From an optimization exercise on the open Yosys and OpenROAD flow, aimed at small area, a short achievable clock period and few clock cycles per item; shortcuts taken in it are not production practice. Function was checked by simulation only, so behaviour that the tests miss may differ from the original. Power and IR drop assume default switching activity.

run 1:
Design multichannel_to_mono_pcm16_unit, start of the top module:
module multichannel_to_mono_pcm16_unit (
    input  wire         i_clk,
    input  wire         i_rst_n,
    input  wire         i_cfg_we,
    input  wire [0:0]   i_cfg_index,
    input  wire [3:0]   i_cfg_data,
    input  wire         i_in_valid,
    output logic        o_in_ready,
    input  wire  [31:0] i_sample_bits,
    input  wire         i_silent,
    input  wire         i_packet_last,
    output logic        o_out_valid,
    input  wire         i_out_ready,
    output logic signed [15:0] o_mono_sample,
    output logic        o_packet_end
);
    logic       r_int;       
    logic       r_bad;       
    logic [2:0] r_nm1;       
    logic       r_ready;
    logic [2:0] r_pos;
    logic       r_fsil;
    logic       r_fpend;
    logic [1:0] r_count;     
    logic       accept;
    logic [2:0] pos_n;
    logic [2:0] nm1_n;
    logic       last;
    logic       commit;
    logic       xfer;
    assign accept = i_rst_n && i_in_valid && r_ready;
    assign last   = (r_pos == r_nm1);
    assign commit = accept && last;
    assign xfer   = i_rst_n && o_out_valid && i_out_ready;
    logic [7:0]  e;
    logic        f_big;
    logic        f_hi;
    logic        f_lo;
    logic [23:0] f_sig;
    logic [30:0] f_s1;
    logic [24:0] f_low;
    logic [31:0] f_mag;
    logic [31:0] i_val;
    assign e     = i_sample_bits[30:23];
    assign f_sig = {1'b1, i_sample_bits[22:0]};
    assign f_s1  = {7'd0, f_sig} << e[2:0];
    always_comb begin
        case (e[4:3])
            2'd0:    f_low = 25'(f_s1 >> 30);
            2'd1:    f_low = 25'(f_s1 >> 22);
            2'd2:    f_low = 25'(f_s1 >> 14);
            default: f_low = 25'(f_s1 >> 6);
        endcase
    end
    assign f_big = e[7] && ((e[6:3] != 4'd0) || (e[2] && e[1])) &&
                   !((e == 8'hFF) && (i_sample_bits[22:0] != 23'd0));
    assign f_hi  = e[7] && (e[6:3] == 4'd0) && !(e[2] && e[1]);
    assign f_lo  = (e[7:5] == 3'b011) && !((e[4:3] == 2'b00) && (e[2:0] != 3'd7));
    assign f_mag = f_big ? 32'h8000_0000 :
                   f_hi  ? {1'b0, f_s1[28:0], 2'b00} :
                   f_lo  ? {7'd0, f_low} : 32'd0;
    assign i_val = {{7{i_sample_bits[15]}}, i_sample_bits[15:0], 9'b0};
    logic [31:0] v_op;
    logic        v_inv;
    logic        v_ext;
    logic        v_last;
    logic        v_zero;
  ...
export LEC_CHECK = 0
export CAP_MARGIN = 20
export CORE_MARGIN = 2
export CORE_UTILIZATION = 65
export CTS_BUF_LIST = sky130_fd_sc_hd__clkbuf_4 sky130_fd_sc_hd__clkbuf_8
export CTS_CLUSTER_SIZE = 30
export SLEW_MARGIN = 20
create_clock -name core_clock -period 10.0 [get_ports {i_clk}]
standard.sh (not shown) runs the stock make flow with config.mk's settings and CLKGATE_MAP_FILE= SYNTH_SCRIPT=/design/flow/synth_recipe.tcl, a recipe that flattens the netlist after the stock synthesis.
==> flow/flow/run.sh <==
#!/bin/bash
# The standard layout, with the port buffers made of buf_2 cells instead of the default
# delay buffer: every input and output port still gets its own buffer.
set -euo pipefail
bash standard.sh finish "BUFFER_PORTS_ARGS=-buffer_cell sky130_fd_sc_hd__buf_2" > standard_flow.log 2>&1
Testbench counts of run 1, summed over its fixed seeds: cycles 14,010, frames 3,072.
Setup changes, run 1 to run 2
Settings: clearing CTS_CLUSTER_SIZE, which used to be 30; swapping 65 for 70 in CORE_UTILIZATION.
==> flow/flow/run.sh <==
#!/bin/bash
# The standard layout, with the port buffers made of buf_2 cells instead of the default
# delay buffer (every input and output port still gets its own buffer), and the timing
# repair aiming for 6 ns of setup slack at the design's clock period.
set -euo pipefail
bash standard.sh finish "BUFFER_PORTS_ARGS=-buffer_cell sky130_fd_sc_hd__buf_2" SETUP_SLACK_MARGIN=6 > standard_flow.log 2>&1
[summary]
Run 2 completed end to end with timing, DRC and antenna clean. Relative to run 1, via density per instance has increased by 1.6% in run 2. A worst-path cell with the longest stage delay of sky130_fd_sc_hd__edfxtp_1 is what run 1 shows, while sky130_fd_sc_hd__mux4_2 belongs to run 2. Of run 1 and run 2, the lower non-clock buffer count belongs to run 1. Relative to run 1, the final-stage net count measured on run 2 has increased slightly. On area of placed instances, run 1 and run 2 are neck and neck. Per the comparison of run 2 with run 1, first-pass GRT wire length higher, worst hold slack now sits higher, overall die width shows a reduction of 3.5%, detail-routed net length per standard cell rose about 5%. Compared run 2 vs run 1, and area occupied by multi-input gates is up in run 2.
The inputs of run 3 differ from those of run 2 as listed below.
Settings: changing CORE_UTILIZATION from 70 to 60; setting ABC_AREA to 1 for the first time.
==> run summary <==
Run 3 vs run 2, largest family of logic cells by synthesized area: simple AND/OR/NAND/NOR gates vs compound AO/OA/AOI/OAI gates. [compare] base=run 2 new=run 3: synthesized cell count now sits higher, non-clock buffer count now sits lower. For routed length on met1, dividing the value from run 2 by the value from run 3 gives 0.917. Delta (run 3 minus run 2): count of fill cells added during filler insertion has increased; met1 usage has decreased; placement row count has increased; final worst-path setup slack has increased. On post-CTS setup buffer count: run 3 sits below run 2.

---

## P
Another version of the RTL of multichannel_to_mono_pcm16_unit (not shown whole).
Size in the first run: roughly 1500 cells after synthesis, roughly 12000 um2 of cells after synthesis.
clock: 10.0 ns
lec_check: 0
abc_area: 1
cap_margin: 20
core_margin: 2
core_utilization: 60
cts_buf_list: sky130_fd_sc_hd__clkbuf_4 sky130_fd_sc_hd__clkbuf_8
slew_margin: 20
==> flow/flow/run.sh <==
#!/bin/bash
# The standard layout, with the port buffers made of buf_2 cells instead of the default
# delay buffer (every input and output port still gets its own buffer), and the timing
# repair aiming for 7 ns of setup slack at the design's clock period.
set -euo pipefail
bash standard.sh finish "BUFFER_PORTS_ARGS=-buffer_cell sky130_fd_sc_hd__buf_2" SETUP_SLACK_MARGIN=7 > standard_flow.log 2>&1
P closes out successfully: all stages finished, all timing, DRC and antenna checks passed.
Testbench counts of P, summed over its fixed seeds: cycles 14,010, frames 3,072.
Edits applied to the flow inputs when going from P to Q:
- CORE_UTILIZATION: 60 -> 50
==> flow/flow/run.sh <==
#!/bin/bash
# The standard layout, with the port buffers made of buf_2 cells instead of the default
# delay buffer (every input and output port still gets its own buffer), and the timing
# repair aiming for 6.5 ns of setup slack at the design's clock period.
set -euo pipefail
bash standard.sh finish "BUFFER_PORTS_ARGS=-buffer_cell sky130_fd_sc_hd__buf_2" SETUP_SLACK_MARGIN=6.5 > standard_flow.log 2>&1
Q: flow completed, timing, DRC and antenna clean
Going from P to Q, average wire length per cell after detail routing shrinks by 17%.
Re cell row count: Q and P aren't equal, and the higher value belongs to Q.
Going from P to Q, worst hold slack across all endpoints saw an increase, die height saw an increase, worst setup slack rose 150 ps.
Against P, Q reports a worst-case reg-to-reg path depth that is lower.
Taking P as the reference, in Q number of search-and-repair iterations in the first detailed-routing pass now sits at about the same level, core utilization now sits lower, final non-filler cell total now sits lower, total power consumption of the routed design now sits lower, clock network area share now sits higher.

## re-timing with driven ports
The results above use ideal ports. As a check the final layouts listed here were re-extracted and re-timed, cells and wires unchanged.
Step 1, drivers: a clkbuf_16 drives i_clk and a buf_2 each remaining input, both assumed.
Step 2 also shifts input and output timing later by t, the mid clock arrival at the registers, as if the neighbouring blocks saw the same clock.
Three values: no drivers, after step 1, after step 2; two values: the first two.
| run | shift t [ns] | setup slack, ns | pins driven straight from the clock port |
|---|---|---|---|
| run 1 | 0.495 | 5.296 / 5.296 / 5.251 | 1 |
| run 2 | 0.503 | 6.065 / 6.025 / 5.617 | 1 |
| run 3 | 0.482 | 6.141 / 6.103 / 5.784 | 1 |
| P | 0.497 | 6.432 / 6.432 / 6.131 | 1 |
| Q | 0.496 | 6.580 / 6.580 / 6.116 | 1 |
After both steps every run listed still meets setup and hold. The setup slack of Q, which loses most, moves by 0.000 ns with the drivers and by -0.464 ns with both steps.
